Context: an optimization exercise on an open-source flow, tuned for small area, a short achievable clock period and few clock cycles per item. The choices shown serve that exercise and are no tape-out recipe.
Only simulation tests tie the RTL to the original design; equivalence was not proved.
No activity file was given, so power comes from the tool's default toggle rates.

## flow/design.v (module list and top-level ports; edited modules follow where they fit)
// module dvlsi_fa: 7 lines
// module dvlsi_ha: 7 lines
// module dvlsi_xor3: 6 lines
// module dvlsi_xor2: 6 lines
// module dvlsi_ao22: 6 lines
// module dvlsi_acc_mul: 259 lines
// module dvlsi_cpa: 434 lines
// module dvlsi_cs2bin: 6 lines
// module dvlsi_mac_acc: 98 lines
module dvlsi_mac_acc #(
  parameter int XLEN     = 64,
  parameter int ID_W     = 4,
  parameter int MUL_BITS = 4
) (
  input  logic            clk_i,
  input  logic            rst_i,
  input  logic            issue_valid_i,
  output logic            issue_ready_o,
  input  logic [31:0]     issue_instr_i,
  input  logic [ID_W-1:0] issue_id_i,
  input  logic [XLEN-1:0] issue_rs1_i,
  input  logic [XLEN-1:0] issue_rs2_i,
  output logic            issue_accept_o,
  output logic            issue_writeback_o,
  input  logic            commit_valid_i,
  input  logic [ID_W-1:0] commit_id_i,
  input  logic            commit_kill_i,
  output logic            result_valid_o,
  input  logic            result_ready_i,
  output logic [ID_W-1:0] result_id_o,
  output logic [4:0]      result_rd_o,
  output logic [XLEN-1:0] result_data_o,
  output logic            result_we_o
);
  // ...
==> flow/flow/run.sh <==
#!/bin/bash
set -euo pipefail
export BUFFER_PORTS_ARGS="-buffer_cell sky130_fd_sc_hd__buf_2"
bash standard.sh > standard.log 2>&1
==> flow/standard.sh <==
#!/bin/bash
# synth_recipe.tcl (not shown) runs the flow's synth.tcl, then flattens the netlist and writes it again
# the make line also repeats each setting of config.mk as NAME=value (left out here)
make -C /OpenROAD-flow-scripts/flow DESIGN_CONFIG=/design/flow/config.mk WORK_HOME=/design/flow/orfs CLKGATE_MAP_FILE= SYNTH_SCRIPT=/design/flow/synth_recipe.tcl "${@:-finish}"
==> flow/config.mk <==
export PLATFORM = sky130hd
export DESIGN_NAME = dvlsi_mac_acc
export DESIGN_NICKNAME = dvlsi_mac_acc
export VERILOG_FILES = /design/flow/design.v
export SDC_FILE = /design/flow/constraint.sdc
export NUM_CORES = 4
export LEC_CHECK = 0
export CAP_MARGIN = 20
export CORE_MARGIN = 2
export CORE_UTILIZATION = 40
export SETUP_SLACK_MARGIN = 3
export SLEW_MARGIN = 20
export SYNTH_HIERARCHICAL = 1
==> flow/constraint.sdc <==
create_clock -name core_clock -period 10.0 [get_ports {clk_i}]
set_input_delay 2.0000 -clock core_clock [delete_from_list [all_inputs] [get_ports {clk_i}]]
set_output_delay 2.0000 -clock core_clock [all_outputs]
set_load 0.01 [all_outputs]
==> impl_metrics.py, run 1 <==
metrics = {
    "clock_network": {
        "cts_resized": 25,
    },
    "timing": {
        "fin_ws_ps": 2990,
        "setup_tns_ps": 0,
        "max_freq_ghz": 0.143,
        "layout_min_cycle_time_ps": 7010,
    },
    "pwr": {
        "internal_power_w": 0.0126,
        "powerComb_w": 0.0197,
        "seq-power_w": 0.00298,
        "switching_share": 0.468,
        "irDropWorstVdd_v": 0.000721,
        "power_w": 0.0238,
    },
    "layout": {
        "syn_to_final_growth_pct": 10.6,
        "fin_util": 0.447,
        "multi_input_area_share": 0.808,
        "clkbuf_count": 34,
        "largest_class": "multi-input gates",
        "signal_buffers": 348,
        "top_regs": "r_t (128), r_acc (64), r_rd (5)",
        "antenna_cells": 11,
        "num-multi-input-gates": 3815,
    },
    "floorplan": {
        "tapCellCount": 1650,
        "start_util": 0.404,
    },
    "critical_path": {
        "cp_top_family": "compound AO/OA/AOI/OAI gates",
        "critPathMaxStageDelay_ps": 390,
        "critPathCapture": "result_data_o[63]",
        "critPathSlowestCell": "fa_2",
        "reg2regPathDepth": 8,
    },
    "worst_hold_path": {
        "hold_class": "reg -> reg",
    },
    "synth": {
        "syn-mean-instance-area_um2": 12.4,
        "synth_seq_cells": 205,
        "synthMuxAreaShare": 0.0150,
        "synth_fa_ha_area_frac": 0.429,
    },
    "detailed_routing": {
        "drtPass1Iterations": 6,
        "drc_errors": 0,
        "met1_length_mm": 78.8,
    },
    "run_status": {
        "status": "no timing/DRC/antenna violations",
    },
    "global_routing": {
        "grt_max_degree": 81,
    },
}
Testbench counts, summed over its fixed seeds: cycles 4,800, items 2,400.
==> module dvlsi_cpa, before the edit <==
module dvlsi_cpa (
  input  logic [63:0] x0,
  input  logic [63:0] x1,
  output logic [63:0] y
);
  logic [63:0] g, p, cy;
  assign g = x0 & x1;
  assign p = x0 ^ x1;
  logic bg1, bp1;
  assign bg1 = g[1] | (p[1] & g[0]);
  assign bp1 = p[1] & p[0];
  logic bg2, bp2;
  assign bg2 = g[3] | (p[3] & g[2]);
  assign bp2 = p[3] & p[2];
  logic bg3, bp3;
  assign bg3 = g[5] | (p[5] & g[4]);
  assign bp3 = p[5] & p[4];
  logic bg4, bp4;
  assign bg4 = g[7] | (p[7] & g[6]);
  assign bp4 = p[7] & p[6];
  logic bg5, bp5;
  assign bg5 = g[9] | (p[9] & g[8]);
  assign bp5 = p[9] & p[8];
  logic bg6, bp6;
  assign bg6 = g[11] | (p[11] & g[10]);
  assign bp6 = p[11] & p[10];
  logic bg7, bp7;
  assign bg7 = g[13] | (p[13] & g[12]);
  assign bp7 = p[13] & p[12];
  logic bg8, bp8;
  assign bg8 = g[15] | (p[15] & g[14]);
  assign bp8 = p[15] & p[14];
  logic bg9, bp9;
  assign bg9 = g[17] | (p[17] & g[16]);
  assign bp9 = p[17] & p[16];
  logic bg10, bp10;
  assign bg10 = g[19] | (p[19] & g[18]);
  assign bp10 = p[19] & p[18];
  logic bg11, bp11;
  assign bg11 = g[21] | (p[21] & g[20]);
  assign bp11 = p[21] & p[20];
  logic bg12, bp12;
  assign bg12 = g[23] | (p[23] & g[22]);
  assign bp12 = p[23] & p[22];
  logic bg13, bp13;
  assign bg13 = g[25] | (p[25] & g[24]);
  assign bp13 = p[25] & p[24];
  logic bg14, bp14;
  assign bg14 = g[27] | (p[27] & g[26]);
  assign bp14 = p[27] & p[26];
  logic bg15, bp15;
  assign bg15 = g[29] | (p[29] & g[28]);
  assign bp15 = p[29] & p[28];
  logic bg16, bp16;
  assign bg16 = g[31] | (p[31] & g[30]);
  assign bp16 = p[31] & p[30];
  logic bg17, bp17;
  assign bg17 = g[33] | (p[33] & g[32]);
  assign bp17 = p[33] & p[32];
  logic bg18, bp18;
  assign bg18 = g[35] | (p[35] & g[34]);
  assign bp18 = p[35] & p[34];
  logic bg19, bp19;
  assign bg19 = g[37] | (p[37] & g[36]);
  assign bp19 = p[37] & p[36];
  logic bg20, bp20;
  assign bg20 = g[39] | (p[39] & g[38]);
  assign bp20 = p[39] & p[38];
  logic bg21, bp21;
  assign bg21 = g[41] | (p[41] & g[40]);
  assign bp21 = p[41] & p[40];
  logic bg22, bp22;
  assign bg22 = g[43] | (p[43] & g[42]);
  assign bp22 = p[43] & p[42];
  logic bg23, bp23;
  assign bg23 = g[45] | (p[45] & g[44]);
  assign bp23 = p[45] & p[44];
  logic bg24, bp24;
  assign bg24 = g[47] | (p[47] & g[46]);
  assign bp24 = p[47] & p[46];
  logic bg25, bp25;
  assign bg25 = g[49] | (p[49] & g[48]);
  assign bp25 = p[49] & p[48];
  logic bg26, bp26;
  assign bg26 = g[51] | (p[51] & g[50]);
  assign bp26 = p[51] & p[50];
  logic bg27, bp27;
  assign bg27 = g[53] | (p[53] & g[52]);
  assign bp27 = p[53] & p[52];
  logic bg28, bp28;
  assign bg28 = g[55] | (p[55] & g[54]);
  assign bp28 = p[55] & p[54];
  logic bg29, bp29;
  assign bg29 = g[57] | (p[57] & g[56]);
  assign bp29 = p[57] & p[56];
  logic bg30, bp30;
  assign bg30 = g[59] | (p[59] & g[58]);
  assign bp30 = p[59] & p[58];
  logic bg31, bp31;
  assign bg31 = g[61] | (p[61] & g[60]);
  assign bp31 = p[61] & p[60];
  logic bg32, bp32;
  assign bg32 = g[63] | (p[63] & g[62]);
  assign bp32 = p[63] & p[62];
  logic bg33, bp33;
  assign bg33 = bg2 | (bp2 & bg1);
  assign bp33 = bp2 & bp1;
  logic bg34, bp34;
  assign bg34 = bg4 | (bp4 & bg3);
  assign bp34 = bp4 & bp3;
  logic bg35, bp35;
  assign bg35 = bg6 | (bp6 & bg5);
  assign bp35 = bp6 & bp5;
  logic bg36, bp36;
  assign bg36 = bg8 | (bp8 & bg7);
  assign bp36 = bp8 & bp7;
  logic bg37, bp37;
  assign bg37 = bg10 | (bp10 & bg9);
  assign bp37 = bp10 & bp9;
  logic bg38, bp38;
  assign bg38 = bg12 | (bp12 & bg11);
  assign bp38 = bp12 & bp11;
  logic bg39, bp39;
  assign bg39 = bg14 | (bp14 & bg13);
  assign bp39 = bp14 & bp13;
  logic bg40, bp40;
  assign bg40 = bg16 | (bp16 & bg15);
  assign bp40 = bp16 & bp15;
  logic bg41, bp41;
  assign bg41 = bg18 | (bp18 & bg17);
  assign bp41 = bp18 & bp17;
  logic bg42, bp42;
  assign bg42 = bg20 | (bp20 & bg19);
  assign bp42 = bp20 & bp19;
  logic bg43, bp43;
  assign bg43 = bg22 | (bp22 & bg21);
  assign bp43 = bp22 & bp21;
  logic bg44, bp44;
  assign bg44 = bg24 | (bp24 & bg23);
  assign bp44 = bp24 & bp23;
  logic bg45, bp45;
  assign bg45 = bg26 | (bp26 & bg25);
  assign bp45 = bp26 & bp25;
  logic bg46, bp46;
  assign bg46 = bg28 | (bp28 & bg27);
  assign bp46 = bp28 & bp27;
  logic bg47, bp47;
  assign bg47 = bg30 | (bp30 & bg29);
  assign bp47 = bp30 & bp29;
  logic bg48, bp48;
  assign bg48 = bg32 | (bp32 & bg31);
  assign bp48 = bp32 & bp31;
  logic bg49, bp49;
  assign bg49 = bg34 | (bp34 & bg33);
  assign bp49 = bp34 & bp33;
  logic bg50, bp50;
  assign bg50 = bg36 | (bp36 & bg35);
  assign bp50 = bp36 & bp35;
  logic bg51, bp51;
  assign bg51 = bg38 | (bp38 & bg37);
  assign bp51 = bp38 & bp37;
  logic bg52, bp52;
  assign bg52 = bg40 | (bp40 & bg39);
  assign bp52 = bp40 & bp39;
  logic bg53, bp53;
  assign bg53 = bg42 | (bp42 & bg41);
  assign bp53 = bp42 & bp41;
  logic bg54, bp54;
  assign bg54 = bg44 | (bp44 & bg43);
  assign bp54 = bp44 & bp43;
  logic bg55, bp55;
  assign bg55 = bg46 | (bp46 & bg45);
  assign bp55 = bp46 & bp45;
  logic bg56, bp56;
  assign bg56 = bg48 | (bp48 & bg47);
  assign bp56 = bp48 & bp47;
  logic bg57, bp57;
  assign bg57 = bg50 | (bp50 & bg49);
  assign bp57 = bp50 & bp49;
  logic bg58, bp58;
  assign bg58 = bg52 | (bp52 & bg51);
  assign bp58 = bp52 & bp51;
  logic bg59, bp59;
  assign bg59 = bg54 | (bp54 & bg53);
  assign bp59 = bp54 & bp53;
  logic bg60, bp60;
  assign bg60 = bg56 | (bp56 & bg55);
  assign bp60 = bp56 & bp55;
  logic bg61, bp61;
  assign bg61 = bg58 | (bp58 & bg57);
  assign bp61 = bp58 & bp57;
  logic bg62, bp62;
  assign bg62 = bg60 | (bp60 & bg59);
  assign bp62 = bp60 & bp59;
  logic bg63, bp63;
  assign bg63 = bg62 | (bp62 & bg61);
  assign bp63 = bp62 & bp61;
  logic bg64, bp64;
  assign bg64 = bg59 | (bp59 & bg61);
  assign bp64 = bp59 & bp61;
  logic bg65, bp65;
  assign bg65 = bg51 | (bp51 & bg57);
  assign bp65 = bp51 & bp57;
  logic bg66, bp66;
  assign bg66 = bg53 | (bp53 & bg61);
  assign bp66 = bp53 & bp61;
  logic bg67, bp67;
  assign bg67 = bg55 | (bp55 & bg64);
  assign bp67 = bp55 & bp64;
  logic bg68, bp68;
  assign bg68 = bg35 | (bp35 & bg49);
  assign bp68 = bp35 & bp49;
  logic bg69, bp69;
  assign bg69 = bg37 | (bp37 & bg57);
  assign bp69 = bp37 & bp57;
  logic bg70, bp70;
  assign bg70 = bg39 | (bp39 & bg65);
  assign bp70 = bp39 & bp65;
  logic bg71, bp71;
  assign bg71 = bg41 | (bp41 & bg61);
  assign bp71 = bp41 & bp61;
  logic bg72, bp72;
  assign bg72 = bg43 | (bp43 & bg66);
  assign bp72 = bp43 & bp66;
  logic bg73, bp73;
  assign bg73 = bg45 | (bp45 & bg64);
  assign bp73 = bp45 & bp64;
  logic bg74, bp74;
  assign bg74 = bg47 | (bp47 & bg67);
  assign bp74 = bp47 & bp67;
  logic bg75, bp75;
  assign bg75 = bg3 | (bp3 & bg33);
  assign bp75 = bp3 & bp33;
  logic bg76, bp76;
  assign bg76 = bg5 | (bp5 & bg49);
  assign bp76 = bp5 & bp49;
  logic bg77, bp77;
  assign bg77 = bg7 | (bp7 & bg68);
  assign bp77 = bp7 & bp68;
  logic bg78, bp78;
  assign bg78 = bg9 | (bp9 & bg57);
  assign bp78 = bp9 & bp57;
  logic bg79, bp79;
  assign bg79 = bg11 | (bp11 & bg69);
  assign bp79 = bp11 & bp69;
  logic bg80, bp80;
  assign bg80 = bg13 | (bp13 & bg65);
  assign bp80 = bp13 & bp65;
  logic bg81, bp81;
  assign bg81 = bg15 | (bp15 & bg70);
  assign bp81 = bp15 & bp70;
  logic bg82, bp82;
  assign bg82 = bg17 | (bp17 & bg61);
  assign bp82 = bp17 & bp61;
  logic bg83, bp83;
  assign bg83 = bg19 | (bp19 & bg71);
  assign bp83 = bp19 & bp71;
  logic bg84, bp84;
  assign bg84 = bg21 | (bp21 & bg66);
  assign bp84 = bp21 & bp66;
  logic bg85, bp85;
  assign bg85 = bg23 | (bp23 & bg72);
  assign bp85 = bp23 & bp72;
  logic bg86, bp86;
  assign bg86 = bg25 | (bp25 & bg64);
  assign bp86 = bp25 & bp64;
  logic bg87, bp87;
  assign bg87 = bg27 | (bp27 & bg73);
  assign bp87 = bp27 & bp73;
  logic bg88, bp88;
  assign bg88 = bg29 | (bp29 & bg67);
  assign bp88 = bp29 & bp67;
  logic bg89, bp89;
  assign bg89 = bg31 | (bp31 & bg74);
  assign bp89 = bp31 & bp74;
  logic bg90, bp90;
  assign bg90 = g[2] | (p[2] & bg1);
  assign bp90 = p[2] & bp1;
  logic bg91, bp91;
  assign bg91 = g[4] | (p[4] & bg33);
  assign bp91 = p[4] & bp33;
  logic bg92, bp92;
  assign bg92 = g[6] | (p[6] & bg75);
  assign bp92 = p[6] & bp75;
  logic bg93, bp93;
  assign bg93 = g[8] | (p[8] & bg49);
  assign bp93 = p[8] & bp49;
  logic bg94, bp94;
  assign bg94 = g[10] | (p[10] & bg76);
  assign bp94 = p[10] & bp76;
  logic bg95, bp95;
  assign bg95 = g[12] | (p[12] & bg68);
  assign bp95 = p[12] & bp68;
  logic bg96, bp96;
  assign bg96 = g[14] | (p[14] & bg77);
  assign bp96 = p[14] & bp77;
  logic bg97, bp97;
  assign bg97 = g[16] | (p[16] & bg57);
  assign bp97 = p[16] & bp57;
  logic bg98, bp98;
  assign bg98 = g[18] | (p[18] & bg78);
  assign bp98 = p[18] & bp78;
  logic bg99, bp99;
  assign bg99 = g[20] | (p[20] & bg69);
  assign bp99 = p[20] & bp69;
  logic bg100, bp100;
  assign bg100 = g[22] | (p[22] & bg79);
  assign bp100 = p[22] & bp79;
  logic bg101, bp101;
  assign bg101 = g[24] | (p[24] & bg65);
  assign bp101 = p[24] & bp65;
  logic bg102, bp102;
  assign bg102 = g[26] | (p[26] & bg80);
  assign bp102 = p[26] & bp80;
  logic bg103, bp103;
  assign bg103 = g[28] | (p[28] & bg70);
  assign bp103 = p[28] & bp70;
  logic bg104, bp104;
  assign bg104 = g[30] | (p[30] & bg81);
  assign bp104 = p[30] & bp81;
  logic bg105, bp105;
  assign bg105 = g[32] | (p[32] & bg61);
  assign bp105 = p[32] & bp61;
  logic bg106, bp106;
  assign bg106 = g[34] | (p[34] & bg82);
  assign bp106 = p[34] & bp82;
  logic bg107, bp107;
  assign bg107 = g[36] | (p[36] & bg71);
  assign bp107 = p[36] & bp71;
  logic bg108, bp108;
  assign bg108 = g[38] | (p[38] & bg83);
  assign bp108 = p[38] & bp83;
  logic bg109, bp109;
  assign bg109 = g[40] | (p[40] & bg66);
  assign bp109 = p[40] & bp66;
  logic bg110, bp110;
  assign bg110 = g[42] | (p[42] & bg84);
  assign bp110 = p[42] & bp84;
  logic bg111, bp111;
  assign bg111 = g[44] | (p[44] & bg72);
  assign bp111 = p[44] & bp72;
  logic bg112, bp112;
  assign bg112 = g[46] | (p[46] & bg85);
  assign bp112 = p[46] & bp85;
  logic bg113, bp113;
  assign bg113 = g[48] | (p[48] & bg64);
  assign bp113 = p[48] & bp64;
  logic bg114, bp114;
  assign bg114 = g[50] | (p[50] & bg86);
  assign bp114 = p[50] & bp86;
  logic bg115, bp115;
  assign bg115 = g[52] | (p[52] & bg73);
  assign bp115 = p[52] & bp73;
  logic bg116, bp116;
  assign bg116 = g[54] | (p[54] & bg87);
  assign bp116 = p[54] & bp87;
  logic bg117, bp117;
  assign bg117 = g[56] | (p[56] & bg67);
  assign bp117 = p[56] & bp67;
  logic bg118, bp118;
  assign bg118 = g[58] | (p[58] & bg88);
  assign bp118 = p[58] & bp88;
  logic bg119, bp119;
  assign bg119 = g[60] | (p[60] & bg74);
  assign bp119 = p[60] & bp74;
  logic bg120, bp120;
  assign bg120 = g[62] | (p[62] & bg89);
  assign bp120 = p[62] & bp89;
  assign cy[0] = 1'b0;
  assign cy[1] = g[0];
  assign cy[2] = bg1;
  assign cy[3] = bg90;
  assign cy[4] = bg33;
  assign cy[5] = bg91;
  assign cy[6] = bg75;
  assign cy[7] = bg92;
  assign cy[8] = bg49;
  assign cy[9] = bg93;
  assign cy[10] = bg76;
  assign cy[11] = bg94;
  assign cy[12] = bg68;
  assign cy[13] = bg95;
  assign cy[14] = bg77;
  assign cy[15] = bg96;
  assign cy[16] = bg57;
  assign cy[17] = bg97;
  assign cy[18] = bg78;
  assign cy[19] = bg98;
  assign cy[20] = bg69;
  assign cy[21] = bg99;
  assign cy[22] = bg79;
  assign cy[23] = bg100;
  assign cy[24] = bg65;
  assign cy[25] = bg101;
  assign cy[26] = bg80;
  assign cy[27] = bg102;
  assign cy[28] = bg70;
  assign cy[29] = bg103;
  assign cy[30] = bg81;
  assign cy[31] = bg104;
  assign cy[32] = bg61;
  assign cy[33] = bg105;
  assign cy[34] = bg82;
  assign cy[35] = bg106;
  assign cy[36] = bg71;
  assign cy[37] = bg107;
  assign cy[38] = bg83;
  assign cy[39] = bg108;
  assign cy[40] = bg66;
  assign cy[41] = bg109;
  assign cy[42] = bg84;
  assign cy[43] = bg110;
  assign cy[44] = bg72;
  assign cy[45] = bg111;
  assign cy[46] = bg85;
  assign cy[47] = bg112;
  assign cy[48] = bg64;
  assign cy[49] = bg113;
  assign cy[50] = bg86;
  assign cy[51] = bg114;
  assign cy[52] = bg73;
  assign cy[53] = bg115;
  assign cy[54] = bg87;
  assign cy[55] = bg116;
  assign cy[56] = bg67;
  assign cy[57] = bg117;
  assign cy[58] = bg88;
  assign cy[59] = bg118;
  assign cy[60] = bg74;
  assign cy[61] = bg119;
  assign cy[62] = bg89;
  assign cy[63] = bg120;
  assign y = p ^ cy;
endmodule
==> run 2: changes to the inputs <==
--- a/flow/design.v
+++ b/flow/design.v
@@ -298,370 +298,701 @@
 endmodule
-module dvlsi_cpa (
-  input  logic [63:0] x0,
-  input  logic [63:0] x1,
-  output logic [63:0] y
+module dvlsi_prefix (
+  input  logic [63:0] g,
+  input  logic [63:0] p,
+  output logic [63:0] cy
 );
-  logic [63:0] g, p, cy;
-  assign g = x0 & x1;
-  assign p = x0 ^ x1;
-  logic bg1, bp1;
+  logic bg1;
   assign bg1 = g[1] | (p[1] & g[0]);
-  assign bp1 = p[1] & p[0];
-  logic bg2, bp2;
+  logic bg2;
   assign bg2 = g[3] | (p[3] & g[2]);
+  logic bp2;
   assign bp2 = p[3] & p[2];
-  logic bg3, bp3;
+  logic bg3;
   assign bg3 = g[5] | (p[5] & g[4]);
+  logic bp3;
   assign bp3 = p[5] & p[4];
-  logic bg4, bp4;
+  logic bg4;
   assign bg4 = g[7] | (p[7] & g[6]);
+  logic bp4;
   assign bp4 = p[7] & p[6];
-  logic bg5, bp5;
+  logic bg5;
   assign bg5 = g[9] | (p[9] & g[8]);
+  logic bp5;
   assign bp5 = p[9] & p[8];
-  logic bg6, bp6;
+  logic bg6;
   assign bg6 = g[11] | (p[11] & g[10]);
+  logic bp6;
   assign bp6 = p[11] & p[10];
-  logic bg7, bp7;
+  logic bg7;
   assign bg7 = g[13] | (p[13] & g[12]);
+  logic bp7;
   assign bp7 = p[13] & p[12];
-  logic bg8, bp8;
+  logic bg8;
   assign bg8 = g[15] | (p[15] & g[14]);
+  logic bp8;
   assign bp8 = p[15] & p[14];
-  logic bg9, bp9;
+  logic bg9;
   assign bg9 = g[17] | (p[17] & g[16]);
+  logic bp9;
   assign bp9 = p[17] & p[16];
-  logic bg10, bp10;
+  logic bg10;
   assign bg10 = g[19] | (p[19] & g[18]);
+  logic bp10;
   assign bp10 = p[19] & p[18];
-  logic bg11, bp11;
+  logic bg11;
   assign bg11 = g[21] | (p[21] & g[20]);
+  logic bp11;
   assign bp11 = p[21] & p[20];
-  logic bg12, bp12;
+  logic bg12;
   assign bg12 = g[23] | (p[23] & g[22]);
+  logic bp12;
   assign bp12 = p[23] & p[22];
-  logic bg13, bp13;
+  logic bg13;
   assign bg13 = g[25] | (p[25] & g[24]);
+  logic bp13;
   assign bp13 = p[25] & p[24];
-  logic bg14, bp14;
+  logic bg14;
   assign bg14 = g[27] | (p[27] & g[26]);
+  logic bp14;
   assign bp14 = p[27] & p[26];
-  logic bg15, bp15;
+  logic bg15;
   assign bg15 = g[29] | (p[29] & g[28]);
+  logic bp15;
   assign bp15 = p[29] & p[28];
-  logic bg16, bp16;
+  logic bg16;
   assign bg16 = g[31] | (p[31] & g[30]);
+  logic bp16;
   assign bp16 = p[31] & p[30];
-  logic bg17, bp17;
+  logic bg17;
   assign bg17 = g[33] | (p[33] & g[32]);
+  logic bp17;
   assign bp17 = p[33] & p[32];
-  logic bg18, bp18;
+  logic bg18;
   assign bg18 = g[35] | (p[35] & g[34]);
+  logic bp18;
   assign bp18 = p[35] & p[34];
-  logic bg19, bp19;
+  logic bg19;
   assign bg19 = g[37] | (p[37] & g[36]);
+  logic bp19;
   assign bp19 = p[37] & p[36];
-  logic bg20, bp20;
+  logic bg20;
   assign bg20 = g[39] | (p[39] & g[38]);
+  logic bp20;
   assign bp20 = p[39] & p[38];
-  logic bg21, bp21;
+  logic bg21;
   assign bg21 = g[41] | (p[41] & g[40]);
+  logic bp21;
   assign bp21 = p[41] & p[40];
-  logic bg22, bp22;
+  logic bg22;
   assign bg22 = g[43] | (p[43] & g[42]);
+  logic bp22;
   assign bp22 = p[43] & p[42];
-  logic bg23, bp23;
+  logic bg23;
   assign bg23 = g[45] | (p[45] & g[44]);
+  logic bp23;
   assign bp23 = p[45] & p[44];
-  logic bg24, bp24;
+  logic bg24;
   assign bg24 = g[47] | (p[47] & g[46]);
+  logic bp24;
   assign bp24 = p[47] & p[46];
-  logic bg25, bp25;
+  logic bg25;
   assign bg25 = g[49] | (p[49] & g[48]);
+  logic bp25;
   assign bp25 = p[49] & p[48];
-  logic bg26, bp26;
+  logic bg26;
   assign bg26 = g[51] | (p[51] & g[50]);
+  logic bp26;
   assign bp26 = p[51] & p[50];
-  logic bg27, bp27;
+  logic bg27;
   assign bg27 = g[53] | (p[53] & g[52]);
+  logic bp27;
   assign bp27 = p[53] & p[52];
-  logic bg28, bp28;
+  logic bg28;
   assign bg28 = g[55] | (p[55] & g[54]);
+  logic bp28;
   assign bp28 = p[55] & p[54];
-  logic bg29, bp29;
+  logic bg29;
   assign bg29 = g[57] | (p[57] & g[56]);
+  logic bp29;
   assign bp29 = p[57] & p[56];
-  logic bg30, bp30;
+  logic bg30;
   assign bg30 = g[59] | (p[59] & g[58]);
+  logic bp30;
   assign bp30 = p[59] & p[58];
-  logic bg31, bp31;
+  logic bg31;
   assign bg31 = g[61] | (p[61] & g[60]);
+  logic bp31;
   assign bp31 = p[61] & p[60];
-  logic bg32, bp32;
+  logic bg32;
   assign bg32 = g[63] | (p[63] & g[62]);
+  logic bp32;
   assign bp32 = p[63] & p[62];
-  logic bg33, bp33;
-  assign bg33 = bg2 | (bp2 & bg1);
-  assign bp33 = bp2 & bp1;
-  logic bg34, bp34;
-  assign bg34 = bg4 | (bp4 & bg3);
-  assign bp34 = bp4 & bp3;
-  logic bg35, bp35;
-  assign bg35 = bg6 | (bp6 & bg5);
-  assign bp35 = bp6 & bp5;
-  logic bg36, bp36;
-  assign bg36 = bg8 | (bp8 & bg7);
-  assign bp36 = bp8 & bp7;
-  logic bg37, bp37;
-  assign bg37 = bg10 | (bp10 & bg9);
-  assign bp37 = bp10 & bp9;
-  logic bg38, bp38;
-  assign bg38 = bg12 | (bp12 & bg11);
-  assign bp38 = bp12 & bp11;
-  logic bg39, bp39;
-  assign bg39 = bg14 | (bp14 & bg13);
-  assign bp39 = bp14 & bp13;
-  logic bg40, bp40;
-  assign bg40 = bg16 | (bp16 & bg15);
-  assign bp40 = bp16 & bp15;
-  logic bg41, bp41;
-  assign bg41 = bg18 | (bp18 & bg17);
-  assign bp41 = bp18 & bp17;
-  logic bg42, bp42;
-  assign bg42 = bg20 | (bp20 & bg19);
-  assign bp42 = bp20 & bp19;
-  logic bg43, bp43;
+  logic bg33;
+  assign bg33 = bg32 | (bp32 & bg31);
+  logic bp33;
+  assign bp33 = bp32 & bp31;
+  logic bg34;
+  assign bg34 = bg31 | (bp31 & bg30);
+  logic bp34;
+  assign bp34 = bp31 & bp30;
+  logic bg35;
+  assign bg35 = bg30 | (bp30 & bg29);
+  logic bp35;
+  assign bp35 = bp30 & bp29;
+  logic bg36;
+  assign bg36 = bg29 | (bp29 & bg28);
+  logic bp36;
+  assign bp36 = bp29 & bp28;
+  logic bg37;
+  assign bg37 = bg28 | (bp28 & bg27);
+  logic bp37;
+  assign bp37 = bp28 & bp27;
+  logic bg38;
+  assign bg38 = bg27 | (bp27 & bg26);
+  logic bp38;
+  assign bp38 = bp27 & bp26;
+  logic bg39;
+  assign bg39 = bg26 | (bp26 & bg25);
+  logic bp39;
+  assign bp39 = bp26 & bp25;
+  logic bg40;
+  assign bg40 = bg25 | (bp25 & bg24);
+  logic bp40;
+  assign bp40 = bp25 & bp24;
+  logic bg41;
+  assign bg41 = bg24 | (bp24 & bg23);
+  logic bp41;
+  assign bp41 = bp24 & bp23;
+  logic bg42;
+  assign bg42 = bg23 | (bp23 & bg22);
+  logic bp42;
+  assign bp42 = bp23 & bp22;
+  logic bg43;
   assign bg43 = bg22 | (bp22 & bg21);
+  logic bp43;
   assign bp43 = bp22 & bp21;
-  logic bg44, bp44;
-  assign bg44 = bg24 | (bp24 & bg23);
-  assign bp44 = bp24 & bp23;
-  logic bg45, bp45;
-  assign bg45 = bg26 | (bp26 & bg25);
-  assign bp45 = bp26 & bp25;
-  logic bg46, bp46;
-  assign bg46 = bg28 | (bp28 & bg27);
-  assign bp46 = bp28 & bp27;
-  logic bg47, bp47;
-  assign bg47 = bg30 | (bp30 & bg29);
-  assign bp47 = bp30 & bp29;
-  logic bg48, bp48;
-  assign bg48 = bg32 | (bp32 & bg31);
-  assign bp48 = bp32 & bp31;
-  logic bg49, bp49;
-  assign bg49 = bg34 | (bp34 & bg33);
-  assign bp49 = bp34 & bp33;
-  logic bg50, bp50;
-  assign bg50 = bg36 | (bp36 & bg35);
-  assign bp50 = bp36 & bp35;
-  logic bg51, bp51;
-  assign bg51 = bg38 | (bp38 & bg37);
-  assign bp51 = bp38 & bp37;
-  logic bg52, bp52;
-  assign bg52 = bg40 | (bp40 & bg39);
-  assign bp52 = bp40 & bp39;
-  logic bg53, bp53;
-  assign bg53 = bg42 | (bp42 & bg41);
-  assign bp53 = bp42 & bp41;
-  logic bg54, bp54;
-  assign bg54 = bg44 | (bp44 & bg43);
-  assign bp54 = bp44 & bp43;
-  logic bg55, bp55;
-  assign bg55 = bg46 | (bp46 & bg45);
-  assign bp55 = bp46 & bp45;
-  logic bg56, bp56;
-  assign bg56 = bg48 | (bp48 & bg47);
-  assign bp56 = bp48 & bp47;
-  logic bg57, bp57;
-  assign bg57 = bg50 | (bp50 & bg49);
-  assign bp57 = bp50 & bp49;
-  logic bg58, bp58;
-  assign bg58 = bg52 | (bp52 & bg51);
-  assign bp58 = bp52 & bp51;
-  logic bg59, bp59;
-  assign bg59 = bg54 | (bp54 & bg53);
-  assign bp59 = bp54 & bp53;
-  logic bg60, bp60;
-  assign bg60 = bg56 | (bp56 & bg55);
-  assign bp60 = bp56 & bp55;
-  logic bg61, bp61;
-  assign bg61 = bg58 | (bp58 & bg57);
-  assign bp61 = bp58 & bp57;
-  logic bg62, bp62;
-  assign bg62 = bg60 | (bp60 & bg59);
-  assign bp62 = bp60 & bp59;
-  logic bg63, bp63;
-  assign bg63 = bg62 | (bp62 & bg61);
-  assign bp63 = bp62 & bp61;
-  logic bg64, bp64;
-  assign bg64 = bg59 | (bp59 & bg61);
-  assign bp64 = bp59 & bp61;
-  logic bg65, bp65;
-  assign bg65 = bg51 | (bp51 & bg57);
-  assign bp65 = bp51 & bp57;
-  logic bg66, bp66;
-  assign bg66 = bg53 | (bp53 & bg61);
-  assign bp66 = bp53 & bp61;
-  logic bg67, bp67;
-  assign bg67 = bg55 | (bp55 & bg64);
-  assign bp67 = bp55 & bp64;
-  logic bg68, bp68;
-  assign bg68 = bg35 | (bp35 & bg49);
-  assign bp68 = bp35 & bp49;
-  logic bg69, bp69;
-  assign bg69 = bg37 | (bp37 & bg57);
-  assign bp69 = bp37 & bp57;
-  logic bg70, bp70;
-  assign bg70 = bg39 | (bp39 & bg65);
-  assign bp70 = bp39 & bp65;
-  logic bg71, bp71;
-  assign bg71 = bg41 | (bp41 & bg61);
-  assign bp71 = bp41 & bp61;
-  logic bg72, bp72;
-  assign bg72 = bg43 | (bp43 & bg66);
-  assign bp72 = bp43 & bp66;
-  logic bg73, bp73;
-  assign bg73 = bg45 | (bp45 & bg64);
-  assign bp73 = bp45 & bp64;
-  logic bg74, bp74;
-  assign bg74 = bg47 | (bp47 & bg67);
-  assign bp74 = bp47 & bp67;
-  logic bg75, bp75;
-  assign bg75 = bg3 | (bp3 & bg33);
-  assign bp75 = bp3 & bp33;
-  logic bg76, bp76;
-  assign bg76 = bg5 | (bp5 & bg49);
-  assign bp76 = bp5 & bp49;
-  logic bg77, bp77;
-  assign bg77 = bg7 | (bp7 & bg68);
-  assign bp77 = bp7 & bp68;
-  logic bg78, bp78;
-  assign bg78 = bg9 | (bp9 & bg57);
-  assign bp78 = bp9 & bp57;
-  logic bg79, bp79;
-  assign bg79 = bg11 | (bp11 & bg69);
-  assign bp79 = bp11 & bp69;
-  logic bg80, bp80;
-  assign bg80 = bg13 | (bp13 & bg65);
-  assign bp80 = bp13 & bp65;
-  logic bg81, bp81;
-  assign bg81 = bg15 | (bp15 & bg70);
-  assign bp81 = bp15 & bp70;
-  logic bg82, bp82;
-  assign bg82 = bg17 | (bp17 & bg61);
-  assign bp82 = bp17 & bp61;
-  logic bg83, bp83;
-  assign bg83 = bg19 | (bp19 & bg71);
-  assign bp83 = bp19 & bp71;
-  logic bg84, bp84;
-  assign bg84 = bg21 | (bp21 & bg66);
-  assign bp84 = bp21 & bp66;
-  logic bg85, bp85;
-  assign bg85 = bg23 | (bp23 & bg72);
-  assign bp85 = bp23 & bp72;
-  logic bg86, bp86;
-  assign bg86 = bg25 | (bp25 & bg64);
-  assign bp86 = bp25 & bp64;
-  logic bg87, bp87;
-  assign bg87 = bg27 | (bp27 & bg73);
-  assign bp87 = bp27 & bp73;
-  logic bg88, bp88;
-  assign bg88 = bg29 | (bp29 & bg67);
-  assign bp88 = bp29 & bp67;
-  logic bg89, bp89;
-  assign bg89 = bg31 | (bp31 & bg74);
-  assign bp89 = bp31 & bp74;
-  logic bg90, bp90;
-  assign bg90 = g[2] | (p[2] & bg1);
-  assign bp90 = p[2] & bp1;
-  logic bg91, bp91;
-  assign bg91 = g[4] | (p[4] & bg33);
-  assign bp91 = p[4] & bp33;
-  logic bg92, bp92;
-  assign bg92 = g[6] | (p[6] & bg75);
-  assign bp92 = p[6] & bp75;
-  logic bg93, bp93;
-  assign bg93 = g[8] | (p[8] & bg49);
-  assign bp93 = p[8] & bp49;
-  logic bg94, bp94;
-  assign bg94 = g[10] | (p[10] & bg76);
-  assign bp94 = p[10] & bp76;
-  logic bg95, bp95;
-  assign bg95 = g[12] | (p[12] & bg68);
-  assign bp95 = p[12] & bp68;
-  logic bg96, bp96;
-  assign bg96 = g[14] | (p[14] & bg77);
-  assign bp96 = p[14] & bp77;
-  logic bg97, bp97;
-  assign bg97 = g[16] | (p[16] & bg57);
-  assign bp97 = p[16] & bp57;
-  logic bg98, bp98;
-  assign bg98 = g[18] | (p[18] & bg78);
-  assign bp98 = p[18] & bp78;
-  logic bg99, bp99;
-  assign bg99 = g[20] | (p[20] & bg69);
-  assign bp99 = p[20] & bp69;
-  logic bg100, bp100;
-  assign bg100 = g[22] | (p[22] & bg79);
-  assign bp100 = p[22] & bp79;
-  logic bg101, bp101;
-  assign bg101 = g[24] | (p[24] & bg65);
-  assign bp101 = p[24] & bp65;
-  logic bg102, bp102;
-  assign bg102 = g[26] | (p[26] & bg80);
-  assign bp102 = p[26] & bp80;
-  logic bg103, bp103;
-  assign bg103 = g[28] | (p[28] & bg70);
-  assign bp103 = p[28] & bp70;
-  logic bg104, bp104;
-  assign bg104 = g[30] | (p[30] & bg81);
-  assign bp104 = p[30] & bp81;
-  logic bg105, bp105;
-  assign bg105 = g[32] | (p[32] & bg61);
-  assign bp105 = p[32] & bp61;
-  logic bg106, bp106;
-  assign bg106 = g[34] | (p[34] & bg82);
-  assign bp106 = p[34] & bp82;
-  logic bg107, bp107;
-  assign bg107 = g[36] | (p[36] & bg71);
-  assign bp107 = p[36] & bp71;
-  logic bg108, bp108;
-  assign bg108 = g[38] | (p[38] & bg83);
-  assign bp108 = p[38] & bp83;
-  logic bg109, bp109;
-  assign bg109 = g[40] | (p[40] & bg66);
-  assign bp109 = p[40] & bp66;
-  logic bg110, bp110;
-  assign bg110 = g[42] | (p[42] & bg84);
-  assign bp110 = p[42] & bp84;
-  logic bg111, bp111;
-  assign bg111 = g[44] | (p[44] & bg72);
-  assign bp111 = p[44] & bp72;
-  logic bg112, bp112;
-  assign bg112 = g[46] | (p[46] & bg85);
-  assign bp112 = p[46] & bp85;
-  logic bg113, bp113;
-  assign bg113 = g[48] | (p[48] & bg64);
-  assign bp113 = p[48] & bp64;
-  logic bg114, bp114;
-  assign bg114 = g[50] | (p[50] & bg86);
-  assign bp114 = p[50] & bp86;
-  logic bg115, bp115;
-  assign bg115 = g[52] | (p[52] & bg73);
-  assign bp115 = p[52] & bp73;
-  logic bg116, bp116;
-  assign bg116 = g[54] | (p[54] & bg87);
-  assign bp116 = p[54] & bp87;
-  logic bg117, bp117;
-  assign bg117 = g[56] | (p[56] & bg67);
-  assign bp117 = p[56] & bp67;
-  logic bg118, bp118;
-  assign bg118 = g[58] | (p[58] & bg88);
-  assign bp118 = p[58] & bp88;
-  logic bg119, bp119;
-  assign bg119 = g[60] | (p[60] & bg74);
-  assign bp119 = p[60] & bp74;
-  logic bg120, bp120;
-  assign bg120 = g[62] | (p[62] & bg89);
-  assign bp120 = p[62] & bp89;
+  logic bg44;
+  assign bg44 = bg21 | (bp21 & bg20);
+  logic bp44;
+  assign bp44 = bp21 & bp20;
+  logic bg45;
+  assign bg45 = bg20 | (bp20 & bg19);
+  logic bp45;
+  assign bp45 = bp20 & bp19;
+  logic bg46;
+  assign bg46 = bg19 | (bp19 & bg18);
+  logic bp46;
+  assign bp46 = bp19 & bp18;
+  logic bg47;
+  assign bg47 = bg18 | (bp18 & bg17);
+  logic bp47;
+  assign bp47 = bp18 & bp17;
+  logic bg48;
+  assign bg48 = bg17 | (bp17 & bg16);
+  logic bp48;
+  assign bp48 = bp17 & bp16;
+  logic bg49;
+  assign bg49 = bg16 | (bp16 & bg15);
+  logic bp49;
+  assign bp49 = bp16 & bp15;
+  logic bg50;
+  assign bg50 = bg15 | (bp15 & bg14);
+  logic bp50;
+  assign bp50 = bp15 & bp14;
+  logic bg51;
+  assign bg51 = bg14 | (bp14 & bg13);
+  logic bp51;
+  assign bp51 = bp14 & bp13;
+  logic bg52;
+  assign bg52 = bg13 | (bp13 & bg12);
+  logic bp52;
+  assign bp52 = bp13 & bp12;
+  logic bg53;
+  assign bg53 = bg12 | (bp12 & bg11);
+  logic bp53;
+  assign bp53 = bp12 & bp11;
+  logic bg54;
+  assign bg54 = bg11 | (bp11 & bg10);
+  logic bp54;
+  assign bp54 = bp11 & bp10;
+  logic bg55;
+  assign bg55 = bg10 | (bp10 & bg9);
+  logic bp55;
+  assign bp55 = bp10 & bp9;
+  logic bg56;
+  assign bg56 = bg9 | (bp9 & bg8);
+  logic bp56;
+  assign bp56 = bp9 & bp8;
+  logic bg57;
+  assign bg57 = bg8 | (bp8 & bg7);
+  logic bp57;
+  assign bp57 = bp8 & bp7;
+  logic bg58;
+  assign bg58 = bg7 | (bp7 & bg6);
+  logic bp58;
+  assign bp58 = bp7 & bp6;
+  logic bg59;
+  assign bg59 = bg6 | (bp6 & bg5);
+  logic bp59;
+  assign bp59 = bp6 & bp5;
+  logic bg60;
+  assign bg60 = bg5 | (bp5 & bg4);
+  logic bp60;
+  assign bp60 = bp5 & bp4;
+  logic bg61;
+  assign bg61 = bg4 | (bp4 & bg3);
+  logic bp61;
+  assign bp61 = bp4 & bp3;
+  logic bg62;
+  assign bg62 = bg3 | (bp3 & bg2);
+  logic bp62;
+  assign bp62 = bp3 & bp2;
+  logic bg63;
+  assign bg63 = bg2 | (bp2 & bg1);
+  logic bg64;
+  assign bg64 = bg33 | (bp33 & bg35);
+  logic bp64;
+  assign bp64 = bp33 & bp35;
+  logic bg65;
+  assign bg65 = bg34 | (bp34 & bg36);
+  logic bp65;
+  assign bp65 = bp34 & bp36;
+  logic bg66;
+  assign bg66 = bg35 | (bp35 & bg37);
+  logic bp66;
+  assign bp66 = bp35 & bp37;
+  logic bg67;
+  assign bg67 = bg36 | (bp36 & bg38);
+  logic bp67;
+  assign bp67 = bp36 & bp38;
+  logic bg68;
+  assign bg68 = bg37 | (bp37 & bg39);
+  logic bp68;
+  assign bp68 = bp37 & bp39;
+  logic bg69;
+  assign bg69 = bg38 | (bp38 & bg40);
+  logic bp69;
+  assign bp69 = bp38 & bp40;
+  logic bg70;
+  assign bg70 = bg39 | (bp39 & bg41);
+  logic bp70;
+  assign bp70 = bp39 & bp41;
+  logic bg71;
+  assign bg71 = bg40 | (bp40 & bg42);
+  logic bp71;
+  assign bp71 = bp40 & bp42;
+  logic bg72;
+  assign bg72 = bg41 | (bp41 & bg43);
+  logic bp72;
+  assign bp72 = bp41 & bp43;
+  logic bg73;
+  assign bg73 = bg42 | (bp42 & bg44);
+  logic bp73;
+  assign bp73 = bp42 & bp44;
+  logic bg74;
+  assign bg74 = bg43 | (bp43 & bg45);
+  logic bp74;
+  assign bp74 = bp43 & bp45;
+  logic bg75;
+  assign bg75 = bg44 | (bp44 & bg46);
+  logic bp75;
+  assign bp75 = bp44 & bp46;
+  logic bg76;
+  assign bg76 = bg45 | (bp45 & bg47);
+  logic bp76;
+  assign bp76 = bp45 & bp47;
+  logic bg77;
+  assign bg77 = bg46 | (bp46 & bg48);
+  logic bp77;
+  assign bp77 = bp46 & bp48;
+  logic bg78;
+  assign bg78 = bg47 | (bp47 & bg49);
+  logic bp78;
+  assign bp78 = bp47 & bp49;
+  logic bg79;
+  assign bg79 = bg48 | (bp48 & bg50);
+  logic bp79;
+  assign bp79 = bp48 & bp50;
+  logic bg80;
+  assign bg80 = bg49 | (bp49 & bg51);
+  logic bp80;
+  assign bp80 = bp49 & bp51;
+  logic bg81;
+  assign bg81 = bg50 | (bp50 & bg52);
+  logic bp81;
+  assign bp81 = bp50 & bp52;
+  logic bg82;
+  assign bg82 = bg51 | (bp51 & bg53);
+  logic bp82;
+  assign bp82 = bp51 & bp53;
+  logic bg83;
+  assign bg83 = bg52 | (bp52 & bg54);
+  logic bp83;
+  assign bp83 = bp52 & bp54;
+  logic bg84;
+  assign bg84 = bg53 | (bp53 & bg55);
+  logic bp84;
+  assign bp84 = bp53 & bp55;
+  logic bg85;
+  assign bg85 = bg54 | (bp54 & bg56);
+  logic bp85;
+  assign bp85 = bp54 & bp56;
+  logic bg86;
+  assign bg86 = bg55 | (bp55 & bg57);
+  logic bp86;
+  assign bp86 = bp55 & bp57;
+  logic bg87;
+  assign bg87 = bg56 | (bp56 & bg58);
+  logic bp87;
+  assign bp87 = bp56 & bp58;
+  logic bg88;
+  assign bg88 = bg57 | (bp57 & bg59);
+  logic bp88;
+  assign bp88 = bp57 & bp59;
+  logic bg89;
+  assign bg89 = bg58 | (bp58 & bg60);
+  logic bp89;
+  assign bp89 = bp58 & bp60;
+  logic bg90;
+  assign bg90 = bg59 | (bp59 & bg61);
+  logic bp90;
+  assign bp90 = bp59 & bp61;
+  logic bg91;
+  assign bg91 = bg60 | (bp60 & bg62);
+  logic bp91;
+  assign bp91 = bp60 & bp62;
+  logic bg92;
+  assign bg92 = bg61 | (bp61 & bg63);
+  logic bp92;
+  assign bp92 = bp61 & bp2;
+  logic bg93;
+  assign bg93 = bg62 | (bp62 & bg1);
+  logic bg94;
+  assign bg94 = bg64 | (bp64 & bg68);
+  logic bp94;
+  assign bp94 = bp64 & bp68;
+  logic bg95;
+  assign bg95 = bg65 | (bp65 & bg69);
+  logic bp95;
+  assign bp95 = bp65 & bp69;
+  logic bg96;
+  assign bg96 = bg66 | (bp66 & bg70);
+  logic bp96;
+  assign bp96 = bp66 & bp70;
+  logic bg97;
+  assign bg97 = bg67 | (bp67 & bg71);
+  logic bp97;
+  assign bp97 = bp67 & bp71;
+  logic bg98;
+  assign bg98 = bg68 | (bp68 & bg72);
+  logic bp98;
+  assign bp98 = bp68 & bp72;
+  logic bg99;
+  assign bg99 = bg69 | (bp69 & bg73);
+  logic bp99;
+  assign bp99 = bp69 & bp73;
+  logic bg100;
+  assign bg100 = bg70 | (bp70 & bg74);
+  logic bp100;
+  assign bp100 = bp70 & bp74;
+  logic bg101;
+  assign bg101 = bg71 | (bp71 & bg75);
+  logic bp101;
+  assign bp101 = bp71 & bp75;
+  logic bg102;
+  assign bg102 = bg72 | (bp72 & bg76);
+  logic bp102;
+  assign bp102 = bp72 & bp76;
+  logic bg103;
+  assign bg103 = bg73 | (bp73 & bg77);
+  logic bp103;
+  assign bp103 = bp73 & bp77;
+  logic bg104;
+  assign bg104 = bg74 | (bp74 & bg78);
+  logic bp104;
+  assign bp104 = bp74 & bp78;
+  logic bg105;
+  assign bg105 = bg75 | (bp75 & bg79);
+  logic bp105;
+  assign bp105 = bp75 & bp79;
+  logic bg106;
+  assign bg106 = bg76 | (bp76 & bg80);
+  logic bp106;
+  assign bp106 = bp76 & bp80;
+  logic bg107;
+  assign bg107 = bg77 | (bp77 & bg81);
+  logic bp107;
+  assign bp107 = bp77 & bp81;
+  logic bg108;
+  assign bg108 = bg78 | (bp78 & bg82);
+  logic bp108;
+  assign bp108 = bp78 & bp82;
+  logic bg109;
+  assign bg109 = bg79 | (bp79 & bg83);
+  logic bp109;
+  assign bp109 = bp79 & bp83;
+  logic bg110;
+  assign bg110 = bg80 | (bp80 & bg84);
+  logic bp110;
+  assign bp110 = bp80 & bp84;
+  logic bg111;
+  assign bg111 = bg81 | (bp81 & bg85);
+  logic bp111;
+  assign bp111 = bp81 & bp85;
+  logic bg112;
+  assign bg112 = bg82 | (bp82 & bg86);
+  logic bp112;
+  assign bp112 = bp82 & bp86;
+  logic bg113;
+  assign bg113 = bg83 | (bp83 & bg87);
+  logic bp113;
+  assign bp113 = bp83 & bp87;
+  logic bg114;
+  assign bg114 = bg84 | (bp84 & bg88);
+  logic bp114;
+  assign bp114 = bp84 & bp88;
+  logic bg115;
+  assign bg115 = bg85 | (bp85 & bg89);
+  logic bp115;
+  assign bp115 = bp85 & bp89;
+  logic bg116;
+  assign bg116 = bg86 | (bp86 & bg90);
+  logic bp116;
+  assign bp116 = bp86 & bp90;
+  logic bg117;
+  assign bg117 = bg87 | (bp87 & bg91);
+  logic bp117;
+  assign bp117 = bp87 & bp91;
+  logic bg118;
+  assign bg118 = bg88 | (bp88 & bg92);
+  logic bp118;
+  assign bp118 = bp88 & bp92;
+  logic bg119;
+  assign bg119 = bg89 | (bp89 & bg93);
+  logic bp119;
+  assign bp119 = bp89 & bp62;
+  logic bg120;
+  assign bg120 = bg90 | (bp90 & bg63);
+  logic bp120;
+  assign bp120 = bp90 & bp2;
+  logic bg121;
+  assign bg121 = bg91 | (bp91 & bg1);
+  logic bg122;
+  assign bg122 = bg94 | (bp94 & bg102);
+  logic bp122;
+  assign bp122 = bp94 & bp102;
+  logic bg123;
+  assign bg123 = bg95 | (bp95 & bg103);
+  logic bp123;
+  assign bp123 = bp95 & bp103;
+  logic bg124;
+  assign bg124 = bg96 | (bp96 & bg104);
+  logic bp124;
+  assign bp124 = bp96 & bp104;
+  logic bg125;
+  assign bg125 = bg97 | (bp97 & bg105);
+  logic bp125;
+  assign bp125 = bp97 & bp105;
+  logic bg126;
+  assign bg126 = bg98 | (bp98 & bg106);
+  logic bp126;
+  assign bp126 = bp98 & bp106;
+  logic bg127;
+  assign bg127 = bg99 | (bp99 & bg107);
+  logic bp127;
+  assign bp127 = bp99 & bp107;
+  logic bg128;
+  assign bg128 = bg100 | (bp100 & bg108);
+  logic bp128;
+  assign bp128 = bp100 & bp108;
+  logic bg129;
+  assign bg129 = bg101 | (bp101 & bg109);
+  logic bp129;
+  assign bp129 = bp101 & bp109;
+  logic bg130;
+  assign bg130 = bg102 | (bp102 & bg110);
+  logic bp130;
+  assign bp130 = bp102 & bp110;
+  logic bg131;
+  assign bg131 = bg103 | (bp103 & bg111);
+  logic bp131;
+  assign bp131 = bp103 & bp111;
+  logic bg132;
+  assign bg132 = bg104 | (bp104 & bg112);
+  logic bp132;
+  assign bp132 = bp104 & bp112;
+  logic bg133;
+  assign bg133 = bg105 | (bp105 & bg113);
+  logic bp133;
+  assign bp133 = bp105 & bp113;
+  logic bg134;
+  assign bg134 = bg106 | (bp106 & bg114);
+  logic bp134;
+  assign bp134 = bp106 & bp114;
+  logic bg135;
+  assign bg135 = bg107 | (bp107 & bg115);
+  logic bp135;
+  assign bp135 = bp107 & bp115;
+  logic bg136;
+  assign bg136 = bg108 | (bp108 & bg116);
+  logic bp136;
+  assign bp136 = bp108 & bp116;
+  logic bg137;
+  assign bg137 = bg109 | (bp109 & bg117);
+  logic bp137;
+  assign bp137 = bp109 & bp117;
+  logic bg138;
+  assign bg138 = bg110 | (bp110 & bg118);
+  logic bp138;
+  assign bp138 = bp110 & bp118;
+  logic bg139;
+  assign bg139 = bg111 | (bp111 & bg119);
+  logic bp139;
+  assign bp139 = bp111 & bp119;
+  logic bg140;
+  assign bg140 = bg112 | (bp112 & bg120);
+  logic bp140;
+  assign bp140 = bp112 & bp120;
+  logic bg141;
+  assign bg141 = bg113 | (bp113 & bg121);
+  logic bp141;
+  assign bp141 = bp113 & bp91;
+  logic bg142;
+  assign bg142 = bg114 | (bp114 & bg92);
+  logic bp142;
+  assign bp142 = bp114 & bp92;
+  logic bg143;
+  assign bg143 = bg115 | (bp115 & bg93);
+  logic bp143;
+  assign bp143 = bp115 & bp62;
+  logic bg144;
+  assign bg144 = bg116 | (bp116 & bg63);
+  logic bp144;
+  assign bp144 = bp116 & bp2;
+  logic bg145;
+  assign bg145 = bg117 | (bp117 & bg1);
+  logic bg146;
+  assign bg146 = bg122 | (bp122 & bg138);
+  logic bp146;
+  assign bp146 = bp122 & bp138;
+  logic bg147;
+  assign bg147 = bg123 | (bp123 & bg139);
+  logic bp147;
+  assign bp147 = bp123 & bp139;
+  logic bg148;
+  assign bg148 = bg124 | (bp124 & bg140);
+  logic bp148;
+  assign bp148 = bp124 & bp140;
+  logic bg149;
+  assign bg149 = bg125 | (bp125 & bg141);
+  logic bp149;
+  assign bp149 = bp125 & bp141;
+  logic bg150;
+  assign bg150 = bg126 | (bp126 & bg142);
+  logic bp150;
+  assign bp150 = bp126 & bp142;
+  logic bg151;
+  assign bg151 = bg127 | (bp127 & bg143);
+  logic bp151;
+  assign bp151 = bp127 & bp143;
+  logic bg152;
+  assign bg152 = bg128 | (bp128 & bg144);
+  logic bp152;
+  assign bp152 = bp128 & bp144;
+  logic bg153;
+  assign bg153 = bg129 | (bp129 & bg145);
+  logic bp153;
+  assign bp153 = bp129 & bp117;
+  logic bg154;
+  assign bg154 = bg130 | (bp130 & bg118);
+  logic bp154;
+  assign bp154 = bp130 & bp118;
+  logic bg155;
+  assign bg155 = bg131 | (bp131 & bg119);
+  logic bp155;
+  assign bp155 = bp131 & bp119;
+  logic bg156;
+  assign bg156 = bg132 | (bp132 & bg120);
+  logic bp156;
+  assign bp156 = bp132 & bp120;
+  logic bg157;
+  assign bg157 = bg133 | (bp133 & bg121);
+  logic bp157;
+  assign bp157 = bp133 & bp91;
+  logic bg158;
+  assign bg158 = bg134 | (bp134 & bg92);
+  logic bp158;
+  assign bp158 = bp134 & bp92;
+  logic bg159;
+  assign bg159 = bg135 | (bp135 & bg93);
+  logic bp159;
+  assign bp159 = bp135 & bp62;
+  logic bg160;
+  assign bg160 = bg136 | (bp136 & bg63);
+  logic bp160;
+  assign bp160 = bp136 & bp2;
+  logic bg161;
+  assign bg161 = bg137 | (bp137 & bg1);
+  logic bg162;
+  assign bg162 = g[2] | (p[2] & bg1);
+  logic bg163;
+  assign bg163 = g[4] | (p[4] & bg63);
+  logic bg164;
+  assign bg164 = g[6] | (p[6] & bg93);
+  logic bg165;
+  assign bg165 = g[8] | (p[8] & bg92);
+  logic bg166;
+  assign bg166 = g[10] | (p[10] & bg121);
+  logic bg167;
+  assign bg167 = g[12] | (p[12] & bg120);
+  logic bg168;
+  assign bg168 = g[14] | (p[14] & bg119);
+  logic bg169;
+  assign bg169 = g[16] | (p[16] & bg118);
+  logic bg170;
+  assign bg170 = g[18] | (p[18] & bg145);
+  logic bg171;
+  assign bg171 = g[20] | (p[20] & bg144);
+  logic bg172;
+  assign bg172 = g[22] | (p[22] & bg143);
+  logic bg173;
+  assign bg173 = g[24] | (p[24] & bg142);
+  logic bg174;
+  assign bg174 = g[26] | (p[26] & bg141);
+  logic bg175;
+  assign bg175 = g[28] | (p[28] & bg140);
+  logic bg176;
+  assign bg176 = g[30] | (p[30] & bg139);
+  logic bg177;
+  assign bg177 = g[32] | (p[32] & bg138);
+  logic bg178;
+  assign bg178 = g[34] | (p[34] & bg161);
+  logic bg179;
+  assign bg179 = g[36] | (p[36] & bg160);
+  logic bg180;
+  assign bg180 = g[38] | (p[38] & bg159);
+  logic bg181;
+  assign bg181 = g[40] | (p[40] & bg158);
+  logic bg182;
+  assign bg182 = g[42] | (p[42] & bg157);
+  logic bg183;
+  assign bg183 = g[44] | (p[44] & bg156);
+  logic bg184;
+  assign bg184 = g[46] | (p[46] & bg155);
+  logic bg185;
+  assign bg185 = g[48] | (p[48] & bg154);
+  logic bg186;
+  assign bg186 = g[50] | (p[50] & bg153);
+  logic bg187;
+  assign bg187 = g[52] | (p[52] & bg152);
+  logic bg188;
+  assign bg188 = g[54] | (p[54] & bg151);
+  logic bg189;
+  assign bg189 = g[56] | (p[56] & bg150);
+  logic bg190;
+  assign bg190 = g[58] | (p[58] & bg149);
+  logic bg191;
+  assign bg191 = g[60] | (p[60] & bg148);
+  logic bg192;
+  assign bg192 = g[62] | (p[62] & bg147);
   assign cy[0] = 1'b0;
@@ -669,64 +1000,73 @@
   assign cy[2] = bg1;
-  assign cy[3] = bg90;
-  assign cy[4] = bg33;
-  assign cy[5] = bg91;
-  assign cy[6] = bg75;
-  assign cy[7] = bg92;
-  assign cy[8] = bg49;
-  assign cy[9] = bg93;
-  assign cy[10] = bg76;
-  assign cy[11] = bg94;
-  assign cy[12] = bg68;
-  assign cy[13] = bg95;
-  assign cy[14] = bg77;
-  assign cy[15] = bg96;
-  assign cy[16] = bg57;
-  assign cy[17] = bg97;
-  assign cy[18] = bg78;
-  assign cy[19] = bg98;
-  assign cy[20] = bg69;
-  assign cy[21] = bg99;
-  assign cy[22] = bg79;
-  assign cy[23] = bg100;
-  assign cy[24] = bg65;
-  assign cy[25] = bg101;
-  assign cy[26] = bg80;
-  assign cy[27] = bg102;
-  assign cy[28] = bg70;
-  assign cy[29] = bg103;
-  assign cy[30] = bg81;
-  assign cy[31] = bg104;
-  assign cy[32] = bg61;
-  assign cy[33] = bg105;
-  assign cy[34] = bg82;
-  assign cy[35] = bg106;
-  assign cy[36] = bg71;
-  assign cy[37] = bg107;
-  assign cy[38] = bg83;
-  assign cy[39] = bg108;
-  assign cy[40] = bg66;
-  assign cy[41] = bg109;
-  assign cy[42] = bg84;
-  assign cy[43] = bg110;
-  assign cy[44] = bg72;
-  assign cy[45] = bg111;
-  assign cy[46] = bg85;
-  assign cy[47] = bg112;
-  assign cy[48] = bg64;
-  assign cy[49] = bg113;
-  assign cy[50] = bg86;
-  assign cy[51] = bg114;
-  assign cy[52] = bg73;
-  assign cy[53] = bg115;
-  assign cy[54] = bg87;
-  assign cy[55] = bg116;
-  assign cy[56] = bg67;
-  assign cy[57] = bg117;
-  assign cy[58] = bg88;
-  assign cy[59] = bg118;
-  assign cy[60] = bg74;
-  assign cy[61] = bg119;
-  assign cy[62] = bg89;
-  assign cy[63] = bg120;
-  assign y = p ^ cy;
+  assign cy[3] = bg162;
+  assign cy[4] = bg63;
+  assign cy[5] = bg163;
+  assign cy[6] = bg93;
+  assign cy[7] = bg164;
+  assign cy[8] = bg92;
+  assign cy[9] = bg165;
+  assign cy[10] = bg121;
+  assign cy[11] = bg166;
+  assign cy[12] = bg120;
+  assign cy[13] = bg167;
+  assign cy[14] = bg119;
+  assign cy[15] = bg168;
+  assign cy[16] = bg118;
+  assign cy[17] = bg169;
+  assign cy[18] = bg145;
+  assign cy[19] = bg170;
+  assign cy[20] = bg144;
+  assign cy[21] = bg171;
+  assign cy[22] = bg143;
+  assign cy[23] = bg172;
+  assign cy[24] = bg142;
+  assign cy[25] = bg173;
+  assign cy[26] = bg141;
+  assign cy[27] = bg174;
+  assign cy[28] = bg140;
+  assign cy[29] = bg175;
+  assign cy[30] = bg139;
+  assign cy[31] = bg176;
+  assign cy[32] = bg138;
+  assign cy[33] = bg177;
+  assign cy[34] = bg161;
+  assign cy[35] = bg178;
+  assign cy[36] = bg160;
+  assign cy[37] = bg179;
+  assign cy[38] = bg159;
+  assign cy[39] = bg180;
+  assign cy[40] = bg158;
+  assign cy[41] = bg181;
+  assign cy[42] = bg157;
+  assign cy[43] = bg182;
+  assign cy[44] = bg156;
+  assign cy[45] = bg183;
+  assign cy[46] = bg155;
+  assign cy[47] = bg184;
+  assign cy[48] = bg154;
+  assign cy[49] = bg185;
+  assign cy[50] = bg153;
+  assign cy[51] = bg186;
+  assign cy[52] = bg152;
+  assign cy[53] = bg187;
+  assign cy[54] = bg151;
+  assign cy[55] = bg188;
+  assign cy[56] = bg150;
+  assign cy[57] = bg189;
+  assign cy[58] = bg149;
+  assign cy[59] = bg190;
+  assign cy[60] = bg148;
+  assign cy[61] = bg191;
+  assign cy[62] = bg147;
+  assign cy[63] = bg192;
+endmodule
+module dvlsi_cpa (
+  input  logic [63:0] x0,
+  input  logic [63:0] x1,
+  output logic [63:0] y
+);
+  logic [63:0] g, p, cy;
+  dvlsi_ha #(.N(64)) u_pg (.a(x0), .b(x1), .s(p), .co(g));
+  dvlsi_prefix u_pre (.g(g), .p(p), .cy(cy));
+  dvlsi_xor2 #(.N(64)) u_sum (.a(p), .b(cy), .y(y));
 endmodule
--- a/flow/config.mk
+++ b/flow/config.mk
@@ -10,3 +10,3 @@
 export CORE_UTILIZATION = 40
-export SETUP_SLACK_MARGIN = 3
+export SETUP_SLACK_MARGIN = 3.5
 export SLEW_MARGIN = 20
==> run 2 against run 1 <==
First-iteration DRC count up 7.7%. Area after synthesis rose by 1.0%. Routed wire length rose by 6.7%. Sequential cell count stayed put. Global-route usage grew 1.5 points. Fmax increased by 7.7%. Non-clock buffer count increased by 38. Via count increased by 3.5%. Still clean. Critical endpoint is now r_t[114]$_DFFE_PN_. Cell area increased by 2.8%. Total power is 5.2% higher. Critical path type is now in -> reg.
==> impl_metrics.py, run 2 <==
metrics = {
    "synth": {
        "yosysMostFrequentCell": "xor2_1",
        "ys_types": 72,
        "synth_nets": 5511,
        "synth_seq_cells": 205,
        "synth_fa_ha_area_frac": 0.413,
        "synthCells": 4218,
        "yosys.area.top_type_share": 0.374,
        "synth-seq-area-share": 0.106,
        "syn-mean-instance-area_um2": 12.2,
        "synthArstFlopShare": 0,
        "synthMuxAreaShare": 0.0149,
        "yosysWarnings": 7,
        "synth_area_um2": 51400,
        "synth_edf_count": 135,
        "synth_flop_cell": "edfxtp_1",
        "synth_area_leaders": "fa_1 (37%), xor2_1 (19%), a22o_1 (18%), edfxtp_1 (7.9%), ha_1 (3.8%)",
        "synthTopCellsByCount": "xor2_1 (1,124), a22o_1 (1,057), fa_1 (961)",
        "synth-compound-area-share": 0.219,
        "synth-xor-area-share": 0.206,
        "yosys.area.top_type": "fa_1",
        "synthSimpleGateAreaFrac": 0.0255,
        "synth_top_family_by_area": "adder cells",
    },
    "detailed_routing": {
        "drtPass1Iterations": 6,
        "via_per_inst": 6.44,
        "drtIter0Drc": 4189,
        "drc_errors": 0,
        "wire_per_inst_um": 32.6,
        "detail-route-antenna-nets": 0,
        "wirelength_mm": 204,
        "via_count": 40100,
    },
    "worst_hold_path": {
        "hold_class": "reg -> reg",
    },
    "global_routing": {
        "grt_max_degree": 70,
        "antenna_found_initial": 21,
        "grt_pass1_wl_mm": 291,
        "grt_pass1_vias": 42900,
        "grt_util_all_layers": 0.302,
        "grt-ovfl-total": 0,
    },
    "clock_network": {
        "path_clk_slew_ps": 60,
        "cts_tree": "done",
        "h-tree-depth": 1,
        "clock_sinks": 205,
        "ctsRootBufferMaster": "clkbuf_16",
        "clock_latency_ps": 600,
        "clockBufferDepth": 3,
        "cts_made_buffers": 27,
    },
    "timing": {
        "setup_viol": 0,
        "hold_violations": 0,
        "tightest_slew_ps": 1130,
        "skew_ps": 32.4,
        "setup_tns_ps": 0,
        "maxSlewHeadroom": 0.245,
        "rsz0062_at_grt": "false",
        "post-route-period-util": 0.651,
        "slew_violations": 0,
        "layout_min_cycle_time_ps": 6510,
        "max_freq_ghz": 0.154,
        "whs_ps": 509,
    },
    "floorplan": {
        "die_h_um": 363,
        "design.core.area_um2": 128000,
        "start_util": 0.403,
        "die_w_um": 363,
        "fp.dieArea_um2": 131000,
        "ios": 252,
        "num_rows": 131,
    },
    "placed_design": {
        "hpwlAfterDp_mm": 158,
        "io_buffers": 234,
        "gp_congestion": 0.976,
    },
    "layout": {
        "fill_cells": 11800,
        "largest-register": "r_t",
        "largest_reg_flops": 128,
        "multi_input_area_um2": 46300,
        "num-nets-final": 5842,
        "seqCellArea_um2": 5460,
        "drive_gt1_frac": 0.159,
        "top_regs": "r_t (128), r_acc (64), r_rd (5)",
        "layout_commonest_cell": "xor2_1",
        "syn_to_final_growth_pct": 12.5,
        "layout_common_cells": "xor2_1 (1,120), a22o_1 (1,057), fa_1 (900), buf_2 (204)",
    },
    "critical_path": {
        "startpoint_type": "primary input",
        "crit_buf_inv": 1,
        "critPathSlowestCell": "buf_2",
        "path_common_cell": "fa_1",
        "cp.required_ps": 10330,
        "cp_cell_sequence": "buf_2, xor2_1, a22o_1, fa_1, fa_1, fa_1, fa_2, fa_2, fa_2, fa_1",
        "critPathMaxStageDelay_ps": 770,
        "critPathKind": "in -> reg",
        "crit_path_end_kind": "flip-flop",
        "cp_data_arrival_time_ps": 6840,
        "cp_top_family": "adder cells",
        "critPathMaxFanout": 23,
    },
    "pwr": {
        "p_leak_nw": 24.8,
        "irDropWorstVdd_v": 0.000756,
        "cellPowerDensity_nw_per_um2": 432,
    },
    "job": {
        "max_cap_violations": 0,
    },
    "run_status": {
        "status": "no timing/DRC/antenna violations",
    },
}
-- run 2: through the flow --
stage / worst slack (ps) / std cells / utilization / power (W) / area, um2
after floorplan: 3160 / 4218 / - / 0.0172 / 51900
after global placement: 2010 / 6106 / 0.432 / 0.0231 / 55100
after detailed placement: 1990 / 6106 / 0.432 / 0.0236 / 55100
after CTS: 3500 / 6209 / 0.448 / 0.0249 / 57200
after global routing: 3470 / 6235 / 0.454 / 0.0273 / 57900
final: 3490 / 6237 / 0.454 / 0.0250 / 57900
-- run 2: per-module statistics from Yosys, one instance, submodules excluded, a selection --
| module | cells inside | times used | flip-flops and latches |
|---|---|---|---|
| dvlsi_acc_mul | 157 | 1 | 0 |
| dvlsi_mac_acc | 460 | 1 | 205 |
| dvlsi_prefix | 305 | 1 | 0 |
-- run 2: cell type report --
cell class                 instances  share of cell area
sequential                       205              0.0943
antenna                            5            0.000216
inverter                          19             0.00132
multi-input combinational       3910               0.799
tap                             1662              0.0359
clock inverter                    15             0.00350
clock buffer                      35              0.0133
timing repair buffer             386              0.0521
-- run 2: worst min-delay path: stages (launching register included) --
cell and delay (ps):
dfxtp_1 330, mux2i_1 100, inv_1 60
-- run 2: path summary, 6_finish.rpt --
| kind | start | end | slack, ps | cells after the start |
|---|---|---|---|---|
| worst max-delay path | issue_rs1_i[19] | r_t[114]$_DFFE_PN_ | 3490 | 10 |
| worst min-delay path | r_id[2]$_DFF_P_ | r_id[2]$_DFF_P_ | 510 | 2 |
| worst max register to register | r_acc[59]$_SDFFE_PP0P_ | r_t[126]$_DFFE_PN_ | 5550 | 8 |
| worst min register to register | r_id[2]$_DFF_P_ | r_id[2]$_DFF_P_ | 510 | 2 |
-- run 2: repair_timing --
action | 4_1_cts | 5_1_grt
hold buffers | 0 | 0
setup endpoints to repair | 99 | 43
pin swaps | 28 | 14
gates cloned | 11 | 5
buffers inserted | 42 | 18
resized for setup | 100 | 71
-- run 2: where the power goes --
group          internal (W)  switching, W  leakage (nW)
Clock              0.000650      0.000437         0.470
Sequential          0.00284     0.0000963          2.03
Combinational       0.00976        0.0112          22.3
Total                0.0132        0.0117          24.8
-- run 2: cells by family (layout without fill, tap and decap cells) --
logic type / after synthesis / count (layout)
and+or+nand+nor: 253 / 254
AOI/OAI and AO/OA: 1300 / 1312
muxes: 68 / 68
xor gates and xnor gates: 1156 / 1156
buffers and inverters: 116 / 455
adders and majority gates: 1119 / 1119
DFF: 205 / 205
other: 1 / 6
-- run 2: routing by layer --
layer  global-route usage  part of all wire  wire length, um
met1                0.389              0.39            80100
met2                0.478              0.45            92300
met3               0.0782             0.099            20100
met4                0.138             0.054            11000
met5                    0           0.00040               82
Testbench counts of run 2, summed over its fixed seeds: cycles 4,800, items 2,400.

Re-timed with assumed drivers on the ports (clkbuf_16 on the clock, buf_2 on other inputs), run 2 has 3.365 ns of setup slack against 3.491 ns with ideal ports, and 2.713 ns once port delays also move by the mid clock arrival of 0.652 ns.
